What follows belongs to an exercise in optimizing a design on an open flow for small area, a short achievable clock period and few clock cycles per item; a production flow would make more cautious choices.
Only simulation tests tie the RTL to the original design; equivalence was not proved.
Power figures rest on the tool's default switching activity, not on a simulated workload.

===== flow/design.v =====
`timescale 1ns/10ps
package warp_types_pkg;
    localparam int DATA_WIDTH = 32;
    localparam int REG_ADDR_WIDTH = 5;
    localparam int PC_WIDTH = 8;
    localparam int CREDIT_WIDTH = 2;
    localparam int SHAMT_WIDTH = 5;
    localparam int NUM_REGS = 32;
    localparam int ZERO_REG = 0;
    localparam int EXEC_MASK_REG = 31;
    localparam int INSTR_CREDITS = 2;
    localparam int RESULT_CREDITS = 2;
    typedef logic [DATA_WIDTH-1:0] data_t;
    typedef logic [REG_ADDR_WIDTH-1:0] reg_addr_t;
    typedef logic [PC_WIDTH-1:0] pc_t;
    typedef logic [CREDIT_WIDTH-1:0] credit_t;
endpackage
`timescale 1ns/10ps
package isa_pkg;
    localparam int INSTR_WIDTH = 32;
    localparam int OPCODE_MSB = 31;
    localparam int OPCODE_LSB = 28;
    localparam int RD_MSB = 27;
    localparam int RD_LSB = 23;
    localparam int RS1_MSB = 22;
    localparam int RS1_LSB = 18;
    localparam int RS2_MSB = 17;
    localparam int RS2_LSB = 13;
    localparam int IMM_MSB = 12;
    localparam int IMM_LSB = 0;
    localparam int IMM_WIDTH = IMM_MSB - IMM_LSB + 1;
    typedef logic [INSTR_WIDTH-1:0] instr_t;
    typedef enum logic [3:0] {
        OP_NOP  = 4'd0,
        OP_ADD  = 4'd1,
        OP_SUB  = 4'd2,
        OP_AND  = 4'd3,
        OP_OR   = 4'd4,
        OP_XOR  = 4'd5,
        OP_SLL  = 4'd6,
        OP_SRL  = 4'd7,
        OP_ADDI = 4'd8,
        OP_LI   = 4'd9,
        OP_LINK = 4'd10
    } opcode_t;
    typedef enum logic [2:0] {
        ALU_ADD = 3'd0,
        ALU_SUB = 3'd1,
        ALU_AND = 3'd2,
        ALU_OR  = 3'd3,
        ALU_XOR = 3'd4,
        ALU_SLL = 3'd5,
        ALU_SRL = 3'd6
    } alu_op_t;
    typedef enum logic [1:0] {
        ALU_OUT   = 2'd0,
        IMMEDIATE = 2'd1,
        PC_PLUS_1 = 2'd2
    } reg_input_mux_t;
    typedef enum logic [1:0] {
        WARP_IDLE    = 2'd0,
        WARP_REQUEST = 2'd1,
        WARP_UPDATE  = 2'd2
    } warp_state_t;
endpackage
`timescale 1ns/10ps
`timescale 1ns/10ps
module scalar_alu
(
    input  logic [4:0]  op,
    input  logic        cin,
    input  logic [31:0] a,
    input  logic [31:0] b,
    output logic [31:0] y
);
    logic [31:0] sum, shl, shr, p, g, lg;
    logic        is_arith;
    assign p = a ^ b;
    assign g = a & b;
    assign sum = a + b + {31'd0, cin};
    assign shl = a << b[4:0];
    always_comb for (int k = 0; k < 32; k++) shr[k] = shl[31-k];
    assign is_arith = ~(op[4] | op[3] | op[2] | op[1] | op[0]);
    assign lg = ({32{op[2]}} & g) | ({32{op[1]}} & (p | g)) | ({32{op[0]}} & p);
    assign y = ({32{is_arith}} & sum)
             | ({32{op[4]}} & shl)
             | ({32{op[3]}} & shr)
             | lg;
endmodule
`timescale 1ns/10ps
module scalar_reg_file
(
    input  logic        clk,
    input  logic        reset,
    input  logic        wr_en,
    input  logic [4:0]  wr_addr,
    input  logic [31:0] wr_data,
    input  logic [4:0]  rs1,
    input  logic [4:0]  rs2,
    output logic [31:0] rd1,
    output logic [31:0] rd2,
    output logic [31:0] mask
);
    logic [31:0] regs [32];
    logic [31:0] vld;
    logic [31:0] r31;
    logic [31:0] we;
    always_comb begin
        we = '0;
        we[wr_addr] = wr_en;
    end
    assign regs[0]  = 32'd0;
    assign regs[31] = r31;
    assign mask = r31;
    genvar i;
    generate
        for (i = 1; i < 31; i++) begin : g_reg
            logic [31:0] r;
            logic        v;
            always_ff @(posedge clk) begin
                if (we[i]) r <= wr_data;
            end
            always_ff @(posedge clk) begin
                if (reset) v <= 1'b0;
                else if (we[i]) v <= 1'b1;
            end
            assign regs[i] = r;
            assign vld[i] = v;
        end
    endgenerate
    always_ff @(posedge clk) begin
        if (reset) r31 <= '1;
        else if (we[31]) r31 <= wr_data;
    end
    assign vld[0]  = 1'b0;
    assign vld[31] = 1'b1;
    assign rd1 = regs[rs1] & {32{vld[rs1]}};
    assign rd2 = regs[rs2] & {32{vld[rs2]}};
endmodule
`timescale 1ns/10ps
`timescale 1ns/10ps
module scalar_warp_core
(
    input  logic      clk,
    input  logic      reset,
    input  logic      instr_valid,
    input  isa_pkg::instr_t    instr,
    input  logic      result_credit,
    output logic      instr_credit,
    output logic      result_valid,
    output warp_types_pkg::reg_addr_t result_rd,
    output warp_types_pkg::data_t     result_data,
    output warp_types_pkg::data_t     warp_execution_mask
);
    logic [31:0] q0, q1;           
    logic        v0, v1;
    logic        e_v;
    logic [4:0]  e_rd;
    logic        e_we;
    logic [31:0] e_a, e_b;
    logic        e_c;
    logic        e_fa, e_fb;       
    logic [4:0]  e_op;             
    logic        o_v;
    logic [4:0]  o_rd;
    logic        o_we;
    logic [31:0] o_d;
    logic [1:0]  credits;
    logic [7:0]  pc;
    logic        stall_r;          
    logic        send_r;           
    logic        efree_r;          
    logic        dgo_r;            
    assign instr_credit = dgo_r;
    assign result_valid = send_r;
    assign result_rd    = o_rd;
    assign result_data  = o_d;
    logic q0load;
    logic v0_n, v1_n, e_v_n, o_v_n, e_fa_n, e_fb_n;
    logic [1:0] credits_n;
    logic hc_n, stall_n, efree_n;
    assign q0load = ~v0 | dgo_r;
    assign v0_n   = q0load ? (v1 | instr_valid) : 1'b1;
    assign v1_n   = q0load ? (v1 & instr_valid) : (v1 | instr_valid);
    assign e_v_n  = efree_r ? v0 : 1'b1;
    assign o_v_n  = stall_r ? o_v : (e_v & ~(e_fa | e_fb));
    assign credits_n = credits + {1'b0, result_credit} - {1'b0, send_r};
    assign hc_n    = credits_n != 2'd0;
    assign stall_n = o_v_n & ~hc_n;
    assign efree_n = ~e_v_n | (~(e_fa_n | e_fb_n) & ~stall_n);
    always_ff @(posedge clk) begin
        if (reset) begin
            v0 <= 1'b0;
            v1 <= 1'b0;
            e_v <= 1'b0;
            e_fa <= 1'b0;
            e_fb <= 1'b0;
            o_v <= 1'b0;
            credits <= 2'd2;
            pc <= 8'd0;
            stall_r <= 1'b0;
            send_r <= 1'b0;
            efree_r <= 1'b1;
            dgo_r <= 1'b0;
        end else begin
            v0 <= v0_n;
            v1 <= v1_n;
            e_v <= e_v_n;
            e_fa <= e_fa_n;
            e_fb <= e_fb_n;
            o_v <= o_v_n;
            credits <= credits_n;
            if (dgo_r) pc <= pc + 8'd1;
            stall_r <= stall_n;
            send_r <= o_v_n & hc_n;
            efree_r <= efree_n;
            dgo_r <= v0_n & efree_n;
        end
    end
    always_ff @(posedge clk) begin
        if (q0load) q0 <= v1 ? q1 : instr;
        if (q0load | ~v1) q1 <= instr;
    end
    logic [3:0]  opc;
    logic [4:0]  rd, rs1, rs2;
    logic [31:0] imm;
    logic        is_r, is_addi, is_li, is_link, is_valid, is_sub, is_srl;
    assign opc = q0[31:28];
    assign rd  = q0[27:23];
    assign rs1 = q0[22:18];
    assign rs2 = q0[17:13];
    assign imm = {{19{q0[12]}}, q0[12:0]};
    assign is_r     = (opc >= 4'd1) && (opc <= 4'd7);
    assign is_addi  = (opc == 4'd8);
    assign is_li    = (opc == 4'd9);
    assign is_link  = (opc == 4'd10);
    assign is_valid = is_r | is_addi | is_li | is_link;
    assign is_sub   = (opc == 4'd2);
    assign is_srl   = (opc == 4'd7);
    logic use_a, use_b;
    assign use_a = is_r | is_addi;
    assign use_b = is_r;
    logic [4:0] d_op;
    always_comb begin
        d_op = 5'b00000;
        case (opc)
            4'd3: d_op = 5'b00100;
            4'd4: d_op = 5'b00010;
            4'd5: d_op = 5'b00001;
            4'd6: d_op = 5'b10000;
            4'd7: d_op = 5'b01000;
            default: d_op = 5'b00000;
        endcase
    end
    assign e_fa_n = dgo_r & use_a & e_v & e_we & (e_rd == rs1);
    assign e_fb_n = dgo_r & use_b & e_v & e_we & (e_rd == rs2);
    logic [31:0] ra, rb;
    scalar_reg_file i_rf (
        .clk        (clk),
        .reset      (reset),
        .wr_en      (send_r & o_we),
        .wr_addr    (o_rd),
        .wr_data    (o_d),
        .rs1        (rs1),
        .rs2        (rs2),
        .rd1        (ra),
        .rd2        (rb),
        .mask       (warp_execution_mask)
    );
    logic [31:0] ra_b, rb_b;
    assign ra_b = (o_v & o_we & (o_rd == rs1)) ? o_d : ra;
    assign rb_b = (o_v & o_we & (o_rd == rs2)) ? o_d : rb;
    logic [8:0] link_val;
    assign link_val = {1'b0, pc} + 9'd1;
    function automatic logic [31:0] rev32(input logic [31:0] x);
        for (int k = 0; k < 32; k++) rev32[k] = x[31-k];
    endfunction
    logic [31:0] alu_out;
    always_ff @(posedge clk) begin
        if (efree_r) begin
            e_rd <= is_valid ? rd : 5'd0;
            e_we <= is_valid & (rd != 5'd0);
            e_op <= d_op;
            e_c  <= is_sub;
            e_a  <= use_a ? (is_srl ? rev32(ra_b) : ra_b) : 32'd0;
            e_b  <= use_b ? (is_sub ? ~rb_b : rb_b)
                  : (is_addi | is_li) ? imm
                  : is_link ? {23'd0, link_val} : 32'd0;
        end else begin
            if (e_fa) e_a <= e_op[3] ? rev32(o_d) : o_d;
            if (e_fb) e_b <= e_c ? ~o_d : o_d;
        end
        if (!stall_r) begin
            o_rd <= e_rd;
            o_we <= e_we;
            o_d  <= alu_out;
        end
    end
    scalar_alu i_alu (
        .op   (e_op),
        .cin  (e_c),
        .a    (e_a),
        .b    (e_b),
        .y    (alu_out)
    );
endmodule

===== flow/flow/run.sh =====
#!/bin/bash
# The standard layout (the standard.sh, unchanged synthesis), with the
# timing repair steps aiming for a larger setup slack than the default.
set -euo pipefail
bash standard.sh SETUP_SLACK_MARGIN=9 finish > standard_flow.log 2>&1

===== flow/standard.sh =====
#!/bin/bash
# synth_recipe.tcl (not shown) runs the flow's synth.tcl, then flattens the netlist and writes it again
# the make line also repeats each setting of config.mk as NAME=value (left out here)
make -C /OpenROAD-flow-scripts/flow DESIGN_CONFIG=/design/flow/config.mk WORK_HOME=/design/flow/orfs CLKGATE_MAP_FILE= SYNTH_SCRIPT=/design/flow/synth_recipe.tcl "${@:-finish}"

===== flow/config.mk =====
export PLATFORM = sky130hd
export DESIGN_NAME = scalar_warp_core
export DESIGN_NICKNAME = scalar_warp_core
export VERILOG_FILES = /design/flow/design.v
export SDC_FILE = /design/flow/constraint.sdc
export NUM_CORES = 4
export LEC_CHECK = 0
export CAP_MARGIN = 20
export CORE_MARGIN = 2
export CORE_UTILIZATION = 35
export GPL_ROUTABILITY_DRIVEN = 1
export PLACE_DENSITY = 0.45
export SLEW_MARGIN = 20

===== flow/constraint.sdc =====
create_clock -name core_clock -period 14.0 [get_ports {clk}]
set_input_delay 2.8000 -clock core_clock [delete_from_list [all_inputs] [get_ports {clk}]]
set_output_delay 2.8000 -clock core_clock [all_outputs]
set_load 0.01 [all_outputs]

==> impl_metrics.ini, run 1 <==
[logic_synthesis]
ys_async_sr_fraction_pct = 0
synth_area_um2 = 59100
synth.distinct_cells = 79
synth-edff-count = 1138
synth_fp_nets = 4803
yosysWarnings = 4
synth-seq-cells = 1220
seq_area_frac_synth_pct = 60.6
synthCells = 4696
avgSynthCellArea_um2 = 12.6
ys.flop_type = edfxtp_1

[cts]
cts_buffers = 142
clkTransAtPathRegs_ps = 60
ctsRootBufferMaster = clkbuf_16
cts_max_path_buffers = 3
cts_tree = built
clkLatencyLatePin_ps = 830
htreeDepth = 4
cts.sinks = 1220

[power]
p_switching_uw = 3080
finalPower_uw = 10100
comb_power_share_pct = 18.4
ir_drop_uv = 111
p_int_uw = 7000
powerDensity_nw_per_um2 = 147
p_leak_uw = 0.0246
power.share.switching_pct = 30.5
pwr-share-seq_pct = 43.8
p_clk_share_pct = 37.8

[layout]
final_nets = 4865
final_cell_mix = edfxtp_1 (1138), a22oi_1 (667), and3_1 (459)
layout_commonest_cell = edfxtp_1
syn2layout_area_growth_pct = 15.7
drive_above_1_share_pct = 13.8

[worst_setup_path]
start_kind = register
cp_slowest_cell = nor4_2
crit_top_cell = buf_4
crit_fanout = 36
cpPeakStageDelay_ps = 1020
critical_path_class = reg -> reg
required_ps = 14530
crit_chain = and2_2 -> buf_4 -> buf_4 -> and2_2 -> buf_4 -> a2111oi_0 -> nand3_1 -> nor4_2 -> a2bb2oi_1 -> mux2i_1 -> o2bb2ai_1
rrSetupSlack_ps = 8910
worstPathArrival_ps = 5620
cp-end-kind = register

[sta]
rsz0062_at_grt = true
setup_viol = 0
max_freq_ghz = 0.197
finalMaxSlewViolations = 0
skew_ps = 44.7
relSlewSlack_pct = 13.1
tightest_slew_ps = 1290
tns_ps = 0
fin_crit_ps = 5090
fin_crit_sh_pct = 36.3
hold_viol = 0

[job]
cap_violations = 0

[run_status]
status = no timing/DRC/antenna violations

[routing]
vias = 50922
ant_nets = 0
drtIter0Drc = 11686
vias_per_cell = 7.17
wl_per_cell_um = 45.6
drc_errors = 0
first_pass_iters = 8
wirelength_um = 324000

[placed_design]
dp_hpwl_um = 186000
io_buffers = 106
place.gp.congestion = 0.943

[hold_path]
hold_path.class = reg -> reg

[floorplan]
pin_count = 107
die_y_um = 415
num_rows = 150
core_area_um2 = 167000
initial_core_util_pct = 35.3
dieArea_um2 = 172000
die_w_um = 415

[global_route]
grt_pass1_wl_um = 426000
grt_max_degree = 95
overflow = 0
antenna_found_initial = 39
grt.total_usage_pct = 36.4
grt_pass1_vias = 47447
[synthesized netlist by cell type (36+ instances only)]
| library cell | instances | area (um2) |
|---|---|---|
| a222oi_1 | 47 | 470 |
| o21ai_0 | 100 | 500 |
| nor2b_1 | 43 | 269 |
| inv_1 | 115 | 432 |
| mux2i_1 | 104 | 1040 |
| nand3_1 | 185 | 926 |
| clkbuf_1 | 327 | 1230 |
| nor4_1 | 40 | 250 |
| a21oi_1 | 78 | 390 |
| nor2_1 | 172 | 646 |
| dfxtp_1 | 82 | 1640 |
| a22oi_1 | 667 | 5010 |
| a2111oi_0 | 137 | 1200 |
| mux2_2 | 40 | 450 |
| ha_1 | 69 | 863 |
| and2_1 | 58 | 363 |
| and3_1 | 461 | 2880 |
| nand2_1 | 160 | 601 |
| mux4_2 | 40 | 901 |
| xor2_1 | 77 | 674 |
| nand4_1 | 94 | 588 |
| buf_2 | 36 | 180 |
| edfxtp_1 | 1138 | 34200 |
[cell families after synthesis]
| group | after synthesis | synth area share (%) |
|---|---|---|
| simple gates | 1333 | 12.4 |
| compound gates | 1266 | 16.3 |
| flops | 1220 | 60.6 |
| buf+inv | 515 | 3.48 |
| mux | 184 | 4.05 |
| xor+xnor | 107 | 1.59 |
| fa+ha+maj | 71 | 1.53 |
[area by class of cell]
type                    instances  area (um2)
clock inverters                81         831
diodes                         21        52.6
flip-flops and latches       1220       35800
clock buffers                 184        3870
inverters                     117         439
fillers                     15655       99000
multi-input cells            2961       21900
well taps                    2204        2760
repair buffers                316        2770
[per-layer routing]
| layer | global-route usage [%] | vias to the layer above | share of wire (%) |
|---|---|---|---|
| met2 | 51.2 | 4966 | 41 |
| li1 | - | 19068 | - |
| met5 | 0 | - | 0.010 |
| met1 | 48.3 | 25573 | 38 |
| met3 | 11.4 | 1309 | 13 |
| met4 | 23.1 | 6 | 7.8 |
[critical path: cells and delay by family, from the launching register on]
| family | cells | cell delay [ps] |
|---|---|---|
| and+or+nand+nor | 4 | 1850 |
| muxes | 1 | 130 |
| DFF | 1 | 570 |
| AOI/OAI and AO/OA | 3 | 990 |
| buffers and inverters | 3 | 1170 |
[path summary, 6_finish.rpt]
path,startpoint,endpoint,cells after the start
worst max-delay path,q0[22]$_DFFE_PN_,e_a[8]$_DFFE_PP_,11
worst min register to register,e_we$_DFFE_PP_,o_we$_DFFE_PN_,0
worst min-delay path,e_we$_DFFE_PP_,o_we$_DFFE_PN_,0
worst max register to register,q0[22]$_DFFE_PN_,e_a[8]$_DFFE_PP_,11
[metrics by stage]
stage	setup WS [ps]	area, um2	util (%)	instances	hold WS, ps
6_report	8910	68400	40.9	7104	455
5_1_grt	8980	68400	40.8	7086	492
4_1_cts	8950	68300	40.8	7080	459
3_5_place_dp	9230	63500	37.9	6811	437
3_3_place_gp	9030	63400	37.9	6809	433
2_1_floorplan	10090	59100	-	4696	427
[registers in the layout, indices dropped and copies added, names as in the netlist, 2 cells and up]
| name | flops |
|---|---|
| o_rd | 5 |
| q0 | 32 |
| credits | 2 |
| e_rd | 5 |
| pc | 8 |
| e_a | 32 |
| i_rf.r31 | 32 |
| o_d | 32 |
| q1 | 32 |
| i_rf.g.v | 30 |
| e_b | 32 |
| e_op | 5 |
| i_rf.g.r | 960 |
[repair_timing]
action	in CTS	in global routing
resized for setup	14	4
setup endpoints to repair	18	5
hold buffers	0	0
buffers inserted	4	2
cloned	0	0
pin swaps	0	0
[power by group through the flow]
stage | Combinational (uW) | Sequential (uW) | Clock [uW]
after detailed placement | 1730 | 4500 | 0
after global placement | 1730 | 4500 | 0
after global routing | 1880 | 4420 | 3980
final | 1850 | 4410 | 3810
after CTS | 1760 | 4420 | 3840
after floorplan | 676 | 4620 | 0
Testbench counts, summed over its fixed seeds: cycles 3,351, items 3,200.
==> run 2: changes to the inputs <==
--- a/flow/design.v
+++ b/flow/design.v
@@ -171,15 +171,19 @@
     logic        send_r;           
     logic        efree_r;          
     logic        dgo_r;            
+    logic        q0load_r;         
+    logic        wen_r;            
+    logic [31:0] r_d;              
     assign instr_credit = dgo_r;
     assign result_valid = send_r;
     assign result_rd    = o_rd;
-    assign result_data  = o_d;
+    assign result_data  = r_d;
     logic q0load;
     logic v0_n, v1_n, e_v_n, o_v_n, e_fa_n, e_fb_n;
     logic [1:0] credits_n;
-    logic hc_n, stall_n, efree_n;
-    assign q0load = ~v0 | dgo_r;
+    logic hc_n, stall_n, efree_n, o_we_n;
+    assign o_we_n = stall_r ? o_we : e_we;
+    assign q0load = q0load_r;
     assign v0_n   = q0load ? (v1 | instr_valid) : 1'b1;
     assign v1_n   = q0load ? (v1 & instr_valid) : (v1 | instr_valid);
     assign e_v_n  = efree_r ? v0 : 1'b1;
@@ -202,6 +206,8 @@
             send_r <= 1'b0;
             efree_r <= 1'b1;
             dgo_r <= 1'b0;
+            q0load_r <= 1'b1;
+            wen_r <= 1'b0;
         end else begin
             v0 <= v0_n;
             v1 <= v1_n;
@@ -215,6 +221,8 @@
             send_r <= o_v_n & hc_n;
             efree_r <= efree_n;
             dgo_r <= v0_n & efree_n;
+            q0load_r <= ~v0_n | (v0_n & efree_n);
+            wen_r <= o_v_n & hc_n & o_we_n;
         end
     end
     always_ff @(posedge clk) begin
@@ -258,7 +266,7 @@
     scalar_reg_file i_rf (
         .clk        (clk),
         .reset      (reset),
-        .wr_en      (send_r & o_we),
+        .wr_en      (wen_r),
         .wr_addr    (o_rd),
         .wr_data    (o_d),
         .rs1        (rs1),
@@ -295,6 +303,7 @@
             o_we <= e_we;
             o_d  <= alu_out;
         end
+        if (!stall_r && e_v) r_d <= alu_out;
     end
     scalar_alu i_alu (
         .op   (e_op),
==> flow/flow/run.sh (replaced) <==
#!/bin/bash
# The standard layout (the standard.sh, unchanged synthesis), with the
# timing repair steps aiming for a larger setup slack than the default.
set -euo pipefail
bash standard.sh SETUP_SLACK_MARGIN=10 finish > standard_flow.log 2>&1
==> run 2 against run 1 <==
Effect of this change: sequential share of layout area fell by 0.11 points; final area up 3.3%; critical path depth fell by 10; register-to-register slack improved by 990 ps; via count increased by 0.51%; maximum frequency up 20%; first-iteration DRC count fell by 12%; routed wire length is 0.63% lower; flip-flop and latch count rose by 34; cell count rose by 2.1%; largest cell class unchanged.
==> impl_metrics.ini, run 2 <==
[sta]
hold_viol = 0
setup_viol = 0
finalMaxSlewViolations = 0
relSlewSlack_pct = 16.9
fin_crit_ps = 4230
max_freq_ghz = 0.236
rsz0062_at_grt = true
skew_ps = 38.0
tightest_slew_ps = 1250
fin_crit_sh_pct = 30.2
tns_ps = 0
worst_hold_slack_ps = 464

[logic_synthesis]
ys_async_sr_fraction_pct = 0
synth.distinct_cells = 80
avgSynthCellArea_um2 = 12.7
synth-edff-count = 1169
netlist_top_cells_count = edfxtp_1 (1169), a22oi_1 (661), and3_1 (416)
synth_area_leaders = edfxtp_1 (58%), a22oi_1 (8.3%), and3_1 (4.3%)
synth-seq-cells = 1254
yosysWarnings = 4
synth_area_um2 = 60100
synth_top_cell_area_share_pct = 58.4
synth_fp_nets = 4850
seq_area_frac_synth_pct = 61.2
synthCells = 4743
ys.flop_type = edfxtp_1
synth_top_cell_by_area = edfxtp_1
synth.most_common_cell = edfxtp_1

[routing]
vias = 51182
wl_met2_um = 135000
drtIter0Drc = 10267
wl_per_cell_um = 44.4
ant_nets = 0
top_layer = met5
wirelength_um = 322000
drc_errors = 0
m1WireLength_um = 117000
route.met3.wl_um = 43900
vias_per_cell = 7.06
first_pass_iters = 9

[layout]
largest_reg_flops = 960
final_nets = 4990
drive_above_1_share_pct = 17.6
regArea_um2 = 36900
stdcell_area_um2 = 70700
multi_input_area_um2 = 22400
syn2layout_area_growth_pct = 17.6
nFillCells = 15929
regMostFlops = i_rf.g.r
fin_cells = 7252
final_cell_mix = edfxtp_1 (1169), a22oi_1 (660), and3_1 (414)
layout_commonest_cell = edfxtp_1

[cts]
ctsRootBufferMaster = clkbuf_16
cts_buffers = 144
cts.sinks = 1254
cts_max_path_buffers = 3
cts_tree = built
clkTransAtPathRegs_ps = 60
cts_hold_buffers = 0
htreeDepth = 4
clkLatencyLatePin_ps = 820

[worst_setup_path]
cpPeakStageDelay_ps = 460
critical_path_class = reg -> out
crit_fanout = 1
required_ps = 11200
cp-end-kind = output pin
worstPathArrival_ps = 1430
crit_family = flip-flops
critPathBufInv = 1
start_kind = register
cp_slowest_cell = edfxtp_1
crit_chain = buf_6

[floorplan]
pin_count = 107
die_y_um = 418
dieArea_um2 = 175000
num_rows = 152
initial_core_util_pct = 35.1
die_w_um = 418
core_area_um2 = 171000

[placed_design]
place.gp.congestion = 0.969
io_buffers = 106
dp_hpwl_um = 185000
dp.cells = 6894
placed_cell_area_um2 = 64700

[power]
ir_drop_uv = 85.8
p_leak_uw = 0.0253
powerDensity_nw_per_um2 = 127

[global_route]
grt_pass1_vias = 48049
grt_max_degree = 83
antenna_found_initial = 37
grt.total_usage_pct = 35.8
overflow = 0
grt_pass1_wl_um = 427000

[run_status]
status = no timing/DRC/antenna violations

[job]
cap_violations = 0

[hold_path]
hold_path.class = reg -> reg
-- run 2: cell count changes after synthesis, moves of 9 or more --
cell	before	now
a2111oi_0	137	127
a2111oi_2	12	3
a21oi_1	78	101
a22o_1	1	15
and2_1	58	42
and3_1	461	416
edfxtp_1	1138	1169
nand2_1	160	149
nand3_1	185	229
nand4_1	94	103
nor2_1	172	194
o21ai_0	100	75
-- run 2: per-stage QoR --
stage          total power [uW]  util, %  worst slack (ps)
2_1_floorplan              4680        -             10050
3_3_place_gp               5090     37.7              9000
3_5_place_dp               5090     37.8              8990
4_1_cts                    8960     41.0              9660
5_1_grt                    9170     41.3              9700
6_report                   8990     41.3              9770
-- run 2: final cells by class --
cell class              count  area share, %
clock buffers             198           5.75
well taps                2233           3.95
multi-input cells        2979           31.7
flip-flops and latches   1254           52.2
diodes                     16         0.0566
clock inverters            68           1.03
inverters                 117          0.628
repair buffers            387           4.61
-- run 2: path summary, 6_finish.rpt --
path / start / slack (ps) / endpoint / cells after the start
hold / removal: v0$_SDFF_PP0_ / 460 / e_v$_SDFF_PP0_ / 2
setup / recovery: r_d[22]$_DFFE_PP_ / 9770 / result_data[22] / 1
hold reg to reg: v0$_SDFF_PP0_ / 460 / e_v$_SDFF_PP0_ / 2
setup reg to reg: q0[22]$_DFFE_PP_ / 9900 / e_a[15]$_DFFE_PP_ / 12
-- run 2: report_power, final --
part | switching (uW) | internal [uW] | leakage (uW)
registers | 30.2 | 4200 | 0.0119
logic | 641 | 219 | 0.0111
clock network | 1650 | 2250 | 0.00234
total | 2320 | 6670 | 0.0253
-- run 2: logic make-up (layout without fill, tap and decap cells) --
| group | Yosys count | after routing | share of synthesized area (%) |
|---|---|---|---|
| AO/OA/AOI/OAI | 1251 | 1251 | 15.8 |
| AND/OR/NAND/NOR | 1360 | 1363 | 12.4 |
| other | 0 | 16 | 0 |
| adder cells (fa/ha/maj) | 71 | 71 | 1.50 |
| buffers and inverters | 513 | 770 | 3.43 |
| XOR/XNOR | 105 | 105 | 1.53 |
| flip-flops | 1254 | 1254 | 61.2 |
| multiplexers | 189 | 189 | 4.12 |
-- run 2: metal layers --
metal / track usage (%) / up-vias
met1: 45.7 / 25537
met5: 0 / -
met2: 52.7 / 4788
met3: 11.7 / 1402
met4: 21.7 / 18
li1: - / 19437
-- run 2: repair_timing --
action / 4_1_cts / 5_1_grt
gates cloned: 3 / 0
resized for setup: 484 / 77
pin swaps: 8 / 15
setup endpoints to repair: 160 / 177
setup buffers: 50 / 23
Testbench counts of run 2, summed over its fixed seeds: cycles 3,351, items 3,200.

## afterwards: timing with drivers on the ports
No port has a modelled driver above. Below, the same layouts with a new extraction and two added sets of constraints. Step 1: set_driving_cell puts a clkbuf_16 on clk and a buf_2 on each other input, an assumption about the parent block. Step 2 times the ports against the registers' clock, not the clock port: input delays grow and output delays shrink by t, the midpoint of the rising clock arrivals with the driver on. Slacks: no drivers / after step 1 / after step 2; pairs: no drivers / after step 1.
run	t (ns)	setup WS [ns]	worst setup path after step 2	slew at the worst register clock pin (ns)	worst data-port slew with drivers (ns)
run 1	0.885	8.911 / 8.911 / 8.911	register to register	0.07 / 0.07	0.04
run 2	0.877	9.766 / 9.683 / 9.396	input to register	0.07 / 0.07	0.04
After both steps every run listed still meets setup and hold. The setup slack of run 2, which loses most, moves by -0.083 ns with the drivers and by -0.370 ns with both steps.
